This design comes from an exercise in tuning for small area, a short achievable clock period and few clock cycles per item on the open sky130 flow, not from production work. At most, simulation tests tie the RTL to the original design; equivalence was not proved. No activity file was given, so power comes from the tool's default toggle rates.

== job 101 ==
==> flow/design.v <==
`default_nettype none
package sparcPkg;
    typedef logic [31:0] instWord_t;                   
    typedef logic [31:0] dataWord_t;                   
    typedef logic [3:0]  aluOp_t;                      
    typedef logic [1:0]  memSize_t;                    
    typedef logic [2:0]  creditCnt_t;                  
    localparam aluOp_t AluAdd   = 4'b0000;
    localparam aluOp_t AluAddx  = 4'b0001;             
    localparam aluOp_t AluSub   = 4'b0010;
    localparam aluOp_t AluSubx  = 4'b0011;             
    localparam aluOp_t AluAnd   = 4'b0100;
    localparam aluOp_t AluOr    = 4'b0101;
    localparam aluOp_t AluXor   = 4'b0110;
    localparam aluOp_t AluXnor  = 4'b0111;
    localparam aluOp_t AluAndn  = 4'b1000;
    localparam aluOp_t AluOrn   = 4'b1001;
    localparam aluOp_t AluSll   = 4'b1010;
    localparam aluOp_t AluSrl   = 4'b1011;
    localparam aluOp_t AluSra   = 4'b1100;
    localparam aluOp_t AluPassB = 4'b1110;             
    localparam logic [1:0] OpArith  = 2'b10;
    localparam logic [1:0] OpMem    = 2'b11;
    localparam logic [2:0] OpSethi2 = 3'b100;          
    localparam memSize_t SizeByte = 2'd0;
    localparam memSize_t SizeHalf = 2'd1;
    localparam memSize_t SizeWord = 2'd2;
    localparam int         QueueDepth = 2;             
    localparam creditCnt_t OutCredits = 3'd4;          
    typedef struct packed {
        logic n;
        logic z;
        logic v;
        logic c;
    } iccFlags_t;
    typedef struct packed {
        logic     isMem;
        logic     isStore;
        memSize_t size;
        logic     signExt;                             
    } memCtrl_t;
    typedef struct packed {
        instWord_t inst;
        dataWord_t operandA;
        dataWord_t operandB;
    } issueSlot_t;
    typedef struct packed {
        aluOp_t    aluOp;
        logic      setsCc;
        memCtrl_t  memCtrl;
        dataWord_t operandA;
        dataWord_t operandB;
    } decodedInst_t;
    typedef struct packed {
        dataWord_t data;
        iccFlags_t icc;                                
        memCtrl_t  memCtrl;
    } result_t;
endpackage
`default_nettype wire
`timescale 1ns/1ps
`default_nettype none
module sparcAlu (
    input  wire logic [31:0] p,
    input  wire logic [31:0] g,
    input  wire logic        arith,
    input  wire logic        sub,
    input  wire logic        useCarry,
    input  wire logic        shift,
    input  wire logic        sll,
    input  wire logic        sra,
    input  wire logic        carryIn,
    output logic [31:0]      y,
    output logic [3:0]       flags             
);
    logic        cin;
    logic [31:0] gp [0:5];                     
    logic [31:0] pp [0:5];                     
    logic        cout;
    logic [31:0] sum;
    logic [31:0] sOut;
    logic [31:0] sRes;
    logic        z;
    logic        v;
    logic        c;
    assign cin = sub ^ (useCarry && carryIn);
    always_comb begin
        gp[0] = {g[31:1], g[0] | (p[0] & cin)};
        pp[0] = p;
        for (int l = 0; l < 5; l++) begin
            for (int i = 0; i < 32; i++) begin
                if (i >= (1 << l)) begin
                    gp[l+1][i] = gp[l][i] | (pp[l][i] & gp[l][i - (1 << l)]);
                    pp[l+1][i] = pp[l][i] & pp[l][i - (1 << l)];
                end else begin
                    gp[l+1][i] = gp[l][i];
                    pp[l+1][i] = pp[l][i];
                end
            end
        end
    end
    assign cout = gp[5][31];
    assign sum  = p ^ {gp[5][30:0], cin};
    assign z = ((p ^ {(p[30:0] | g[30:0]), cin}) == 32'd0);
    assign sOut = 32'({{32{sra && p[31]}}, p} >> g[4:0]);
    always_comb begin
        for (int i = 0; i < 32; i++) sRes[i] = sll ? sOut[31 - i] : sOut[i];
    end
    assign y = shift ? sRes : sum;
    assign v = arith && !p[31] && (g[31] != sum[31]);
    assign c = arith && (cout ^ sub);          
    assign flags = {sum[31], z, v, c};
endmodule
`default_nettype wire
`timescale 1ns/1ps
`default_nettype none
module instQueue (
    input  wire logic        Clk,
    input  wire logic        rstN,
    input  wire logic        instValid,
    input  wire logic [31:0] instIn,
    input  wire logic [31:0] operandA,
    input  wire logic [31:0] operandB,
    input  wire logic        take,         
    output logic             slotValid,
    output logic [31:0]      p,
    output logic [31:0]      g,
    output logic             arith,
    output logic             sub,
    output logic             useCarry,
    output logic             setsCc,
    output logic             shift,
    output logic             sll,
    output logic             sra,
    output logic [4:0]       memCtrl
);
    logic        dArith, dLogic, dShift, dPassB, dInvB, dUseCarry, dSetsCc;
    logic [1:0]  dSel;
    logic [4:0]  dMem;
    logic [31:0] aM;
    logic [31:0] bx;
    logic [31:0] pa;
    logic [31:0] ga;
    logic [31:0] aRev;
    logic        selP;
    logic        selG;
    logic        keepG;
    logic [31:0] pIn;
    logic [31:0] gIn;
    decodeStage u_decode (
        .inst(instIn), .arith(dArith), .logicOp(dLogic), .shift(dShift), .passB(dPassB),
        .invB(dInvB), .useCarry(dUseCarry), .sel(dSel), .setsCc(dSetsCc), .memCtrl(dMem)
    );
    assign aM = dPassB ? '0 : operandA;
    assign bx = (dShift ? '0 : operandB) ^ {32{dInvB}};
    assign pa = aM ^ bx;
    assign ga = aM & bx;
    always_comb begin
        for (int i = 0; i < 32; i++) aRev[i] = operandA[31 - i];
    end
    assign selP   = !dLogic || dSel[1];               
    assign selG   = dLogic && dSel[0] && !dSel[1] || dLogic && (dSel == 2'b10);
    assign keepG  = !dLogic && !dShift;
    assign pIn    = (dShift && dSel == 2'b01) ? aRev : ((pa & {32{selP}}) | (ga & {32{selG}}));
    assign gIn    = {ga[31:5] & {27{keepG}}, dShift ? operandB[4:0] : (ga[4:0] & {5{keepG}})};
    always_ff @(posedge Clk) begin
        if (instValid) begin
            p        <= pIn;
            g        <= gIn;
            arith    <= dArith;
            sub      <= dArith && dInvB;
            useCarry <= dUseCarry;
            setsCc   <= dSetsCc;
            shift    <= dShift;
            sll      <= dShift && (dSel == 2'b01);
            sra      <= dShift && (dSel == 2'b11);
            memCtrl  <= dMem;
        end
    end
    always_ff @(posedge Clk or negedge rstN) begin
        if (!rstN) begin
            slotValid <= 1'b0;
        end else if (instValid || take) begin
            slotValid <= instValid;
        end
    end
endmodule
`default_nettype wire
`timescale 1ns/1ps
`default_nettype none
module decodeStage (
    input  wire logic [31:0] inst,
    output logic             arith,        
    output logic             logicOp,      
    output logic             shift,        
    output logic             passB,        
    output logic             invB,         
    output logic             useCarry,     
    output logic [1:0]       sel,          
    output logic             setsCc,
    output logic [4:0]       memCtrl
);
    logic [1:0] op;
    logic [5:0] op3;
    logic       grp;
    assign op  = inst[31:30];
    assign op3 = inst[24:19];
    assign grp      = (op == 2'b10) && !op3[5] && (!op3[3] || (op3[1:0] == 2'b00));
    assign sel      = op3[1:0];
    assign arith    = grp && (op3[1:0] == 2'b00);
    assign logicOp  = grp && (op3[1:0] != 2'b00);
    assign invB     = grp && op3[2];
    assign useCarry = grp && op3[3];
    assign setsCc   = grp && op3[4];
    assign shift    = (op == 2'b10) && (op3[5:2] == 4'b1001) && (op3[1:0] != 2'b00);
    assign passB    = (op == 2'b00) && (inst[24:22] == 3'b100);
    always_comb begin
        memCtrl = 5'b00000;
        if (op == 2'b11) begin
            case (op3)
                6'b001001: memCtrl = 5'b10001;  
                6'b001010: memCtrl = 5'b10011;  
                6'b000000: memCtrl = 5'b10100;  
                6'b000001: memCtrl = 5'b10000;  
                6'b000010: memCtrl = 5'b10010;  
                6'b000011: memCtrl = 5'b10100;  
                6'b001101: memCtrl = 5'b10000;  
                6'b001111: memCtrl = 5'b10100;  
                6'b000101: memCtrl = 5'b11000;  
                6'b000110: memCtrl = 5'b11010;  
                6'b000100: memCtrl = 5'b11100;  
                6'b000111: memCtrl = 5'b11100;  
                default:   memCtrl = 5'b00000;
            endcase
        end
    end
endmodule
`default_nettype wire
`timescale 1ns/1ps
`default_nettype none
module executeStage (
    input  wire logic        Clk,
    input  wire logic        rstN,
    input  wire logic        take,
    input  wire logic [31:0] p,
    input  wire logic [31:0] g,
    input  wire logic        arith,
    input  wire logic        sub,
    input  wire logic        useCarry,
    input  wire logic        setsCc,
    input  wire logic        shift,
    input  wire logic        sll,
    input  wire logic        sra,
    input  wire logic [4:0]  memCtrl,
    output logic [40:0]      resOut
);
    logic [31:0] y;
    logic [3:0]  flags;
    logic [3:0]  iccReg;
    logic [3:0]  iccNext;
    sparcAlu u_alu (
        .p, .g, .arith, .sub, .useCarry, .shift, .sll, .sra,
        .carryIn(iccReg[0]), .y, .flags
    );
    assign iccNext = setsCc ? flags : iccReg;
    always_ff @(posedge Clk or negedge rstN) begin
        if (!rstN) begin
            iccReg <= 4'd0;
        end else if (take) begin
            iccReg <= iccNext;
        end
    end
    always_ff @(posedge Clk) begin
        if (take) resOut <= {y, iccNext, memCtrl};
    end
endmodule
`default_nettype wire
`timescale 1ns/1ps
`default_nettype none
module sparcPipe (
    input  wire logic                Clk,
    input  wire logic                rstN,
    input  wire logic                instValid,
    input  wire sparcPkg::instWord_t instIn,
    input  wire sparcPkg::dataWord_t operandA,
    input  wire sparcPkg::dataWord_t operandB,
    input  wire logic                resCredit,
    output logic                     instCredit,
    output logic                     resValid,
    output sparcPkg::result_t        resOut
);
    logic                 slotValid;
    logic [31:0]          p, g;
    logic                 arith, sub, useCarry, setsCc, shift, sll, sra;
    logic [4:0]           memCtrl;
    logic                 resFull;
    logic                 take;
    sparcPkg::creditCnt_t creditCnt;    
    logic [2:0]           ahead;        
    logic [1:0]           owed;         
    logic                 resFullNext;
    sparcPkg::creditCnt_t creditNext;
    logic [2:0]           aheadNext;
    logic [1:0]           owedNext;
    instQueue u_queue (
        .Clk, .rstN, .instValid, .instIn, .operandA, .operandB, .take,
        .slotValid, .p, .g, .arith, .sub, .useCarry, .setsCc, .shift, .sll, .sra, .memCtrl
    );
    executeStage u_execute (
        .Clk, .rstN, .take, .p, .g, .arith, .sub, .useCarry, .setsCc, .shift, .sll, .sra,
        .memCtrl, .resOut
    );
    assign take        = slotValid && (!resFull || resValid);
    assign resFullNext = take || (resFull && !resValid);
    assign creditNext  = creditCnt - sparcPkg::creditCnt_t'(resValid)
                         + sparcPkg::creditCnt_t'(resCredit);
    assign aheadNext   = ahead + 3'(instCredit) - 3'(resValid);
    assign owedNext    = owed + 2'(instValid) - 2'(instCredit);
    always_ff @(posedge Clk or negedge rstN) begin
        if (!rstN) begin
            resFull    <= 1'b0;
            creditCnt  <= sparcPkg::OutCredits;
            ahead      <= 3'd0;
            owed       <= 2'd0;
            resValid   <= 1'b0;
            instCredit <= 1'b0;
        end else begin
            resFull    <= resFullNext;
            creditCnt  <= creditNext;
            ahead      <= aheadNext;
            owed       <= owedNext;
            resValid   <= resFullNext && (creditNext != '0);
            instCredit <= (owedNext != 2'd0) && ({1'b0, aheadNext} < {1'b0, creditNext});
        end
    end
endmodule
`default_nettype wire
==> flow/config.mk <==
export PLATFORM = sky130hd
export DESIGN_NAME = sparcPipe
export DESIGN_NICKNAME = sparcPipe
export VERILOG_FILES = /design/flow/design.v
export SDC_FILE = /design/flow/constraint.sdc
export NUM_CORES = 4
export LEC_CHECK = 0
export ABC_AREA = 1
export CAP_MARGIN = 20
export CORE_MARGIN = 2
export CORE_UTILIZATION = 45
export SETUP_SLACK_MARGIN = 2.6
export SLEW_MARGIN = 20
==> flow/constraint.sdc <==
create_clock -name core_clock -period 5.5 [get_ports {Clk}]
set_input_delay 1.1000 -clock core_clock [delete_from_list [all_inputs] [get_ports {Clk}]]
set_output_delay 1.1000 -clock core_clock [all_outputs]
set_load 0.01 [all_outputs]
standard.sh (not shown) runs the stock make flow with config.mk's settings and CLKGATE_MAP_FILE= SYNTH_SCRIPT=/design/flow/synth_recipe.tcl, a recipe that flattens the netlist after the stock synthesis.
==> flow/flow/run.sh <==
#!/bin/bash
# The standard layout (standard.sh), with the port buffers made buf_2 cells instead of the
# default choice. Every port is still buffered. The make output goes to standard_flow.log;
# each ORFS step keeps its own log under orfs/logs/.
set -euo pipefail
export BUFFER_PORTS_ARGS="-buffer_cell sky130_fd_sc_hd__buf_2"
bash standard.sh > standard_flow.log 2>&1
Testbench counts of job 101, summed over its fixed seeds: cycles 3,216, items 3,200.
diff inputs: job 101 => job 102
--- a/flow/design.v
+++ b/flow/design.v
@@ -61,10 +61,11 @@
 `timescale 1ns/1ps
 `default_nettype none
 module sparcAlu (
     input  wire logic [31:0] p,
     input  wire logic [31:0] g,
+    input  wire logic [4:0]  shamt,
     input  wire logic        arith,
     input  wire logic        sub,
     input  wire logic        useCarry,
     input  wire logic        shift,
     input  wire logic        sll,
@@ -100,11 +101,11 @@
         end
     end
     assign cout = gp[5][31];
     assign sum  = p ^ {gp[5][30:0], cin};
     assign z = ((p ^ {(p[30:0] | g[30:0]), cin}) == 32'd0);
-    assign sOut = 32'({{32{sra && p[31]}}, p} >> g[4:0]);
+    assign sOut = 32'({{32{sra && p[31]}}, p} >> shamt);
     always_comb begin
         for (int i = 0; i < 32; i++) sRes[i] = sll ? sOut[31 - i] : sOut[i];
     end
     assign y = shift ? sRes : sum;
     assign v = arith && !p[31] && (g[31] != sum[31]);
@@ -123,10 +124,11 @@
     input  wire logic [31:0] operandB,
     input  wire logic        take,         
     output logic             slotValid,
     output logic [31:0]      p,
     output logic [31:0]      g,
+    output logic [4:0]       shamt,
     output logic             arith,
     output logic             sub,
     output logic             useCarry,
     output logic             setsCc,
     output logic             shift,
@@ -160,15 +162,16 @@
     end
     assign selP   = !dLogic || dSel[1];               
     assign selG   = dLogic && dSel[0] && !dSel[1] || dLogic && (dSel == 2'b10);
     assign keepG  = !dLogic && !dShift;
     assign pIn    = (dShift && dSel == 2'b01) ? aRev : ((pa & {32{selP}}) | (ga & {32{selG}}));
-    assign gIn    = {ga[31:5] & {27{keepG}}, dShift ? operandB[4:0] : (ga[4:0] & {5{keepG}})};
+    assign gIn    = ga & {32{keepG}};
     always_ff @(posedge Clk) begin
         if (instValid) begin
             p        <= pIn;
             g        <= gIn;
+            shamt    <= operandB[4:0];
             arith    <= dArith;
             sub      <= dArith && dInvB;
             useCarry <= dUseCarry;
             setsCc   <= dSetsCc;
             shift    <= dShift;
@@ -242,10 +245,11 @@
     input  wire logic        Clk,
     input  wire logic        rstN,
     input  wire logic        take,
     input  wire logic [31:0] p,
     input  wire logic [31:0] g,
+    input  wire logic [4:0]  shamt,
     input  wire logic        arith,
     input  wire logic        sub,
     input  wire logic        useCarry,
     input  wire logic        setsCc,
     input  wire logic        shift,
@@ -257,11 +261,11 @@
     logic [31:0] y;
     logic [3:0]  flags;
     logic [3:0]  iccReg;
     logic [3:0]  iccNext;
     sparcAlu u_alu (
-        .p, .g, .arith, .sub, .useCarry, .shift, .sll, .sra,
+        .p, .g, .shamt, .arith, .sub, .useCarry, .shift, .sll, .sra,
         .carryIn(iccReg[0]), .y, .flags
     );
     assign iccNext = setsCc ? flags : iccReg;
     always_ff @(posedge Clk or negedge rstN) begin
         if (!rstN) begin
@@ -289,10 +293,11 @@
     output logic                     resValid,
     output sparcPkg::result_t        resOut
 );
     logic                 slotValid;
     logic [31:0]          p, g;
+    logic [4:0]           shamt;
     logic                 arith, sub, useCarry, setsCc, shift, sll, sra;
     logic [4:0]           memCtrl;
     logic                 resFull;
     logic                 take;
     sparcPkg::creditCnt_t creditCnt;    
@@ -302,14 +307,14 @@
     sparcPkg::creditCnt_t creditNext;
     logic [2:0]           aheadNext;
     logic [1:0]           owedNext;
     instQueue u_queue (
         .Clk, .rstN, .instValid, .instIn, .operandA, .operandB, .take,
-        .slotValid, .p, .g, .arith, .sub, .useCarry, .setsCc, .shift, .sll, .sra, .memCtrl
+        .slotValid, .p, .g, .shamt, .arith, .sub, .useCarry, .setsCc, .shift, .sll, .sra, .memCtrl
     );
     executeStage u_execute (
-        .Clk, .rstN, .take, .p, .g, .arith, .sub, .useCarry, .setsCc, .shift, .sll, .sra,
+        .Clk, .rstN, .take, .p, .g, .shamt, .arith, .sub, .useCarry, .setsCc, .shift, .sll, .sra,
         .memCtrl, .resOut
     );
     assign take        = slotValid && (!resFull || resValid);
     assign resFullNext = take || (resFull && !resValid);
     assign creditNext  = creditCnt - sparcPkg::creditCnt_t'(resValid)
==> comparison <==
Total number of tap cells: job 102 and job 101 compared, higher one is job 102. Count of nets after finishing, job 102 and job 101, higher one = job 101. [diff] area after synthesis, job 102 relative to job 101: regression. Per the comparison of job 102 with job 101, overall track demand over capacity in global routing dropped 1.4 points; final instance area saw an increase; share of layout cells above drive strength 1 rose 0.81 points; floorplan core area went up by 510 um^2. Total power of job 102 exceeds that of job 101 slightly. In the metrics for job 102 and job 101, the one carrying the lower flip-flop and latch share of the layout cell area is job 101. The timing startpoint of the critical path comes out instIn[23] in one run and u_queue.g[0]$_DFFE_PP_ in the other, namely in job 102 and job 101 respectively. Job 102 and job 101 ended up with roughly the same clock-pin slew reported for the worst setup and hold paths after clock tree synthesis. Where die footprint is concerned, job 101 is better than job 102.
For job 102, only the layout was checked, not whether the RTL still works.

==> afterwards: timing with drivers on the ports <==
How much do the figures lean on ideal ports? The routed layouts below were timed once more, with nothing changed but the port constraints. Step 1 (the two cells are an assumption about what drives the block):
set clk [get_ports {Clk}]
set_driving_cell -lib_cell sky130_fd_sc_hd__clkbuf_16 $clk
set_driving_cell -lib_cell sky130_fd_sc_hd__buf_2 [delete_from_list [all_inputs] $clk]
Step 2 also shifts input and output timing later by t, the mid clock arrival at the registers, as if the neighbouring blocks saw the same clock. Slacks: no drivers / after step 1 / after step 2; pairs: no drivers / after step 1.
| run | t, ns | setup slack, ns | latest minus earliest clock arrival (ns) |
|---|---|---|---|
| job 101 | 0.459 | 2.704 / 2.704 / 2.286 | 0.017 / 0.016 |
| job 102 | 0.482 | 2.675 / 2.698 / 2.216 | 0.025 / 0.025 |
After both steps setup and hold are still met in every run listed. The setup slack of job 102, which loses most, moves by +0.023 ns with the drivers and by -0.459 ns with both steps.
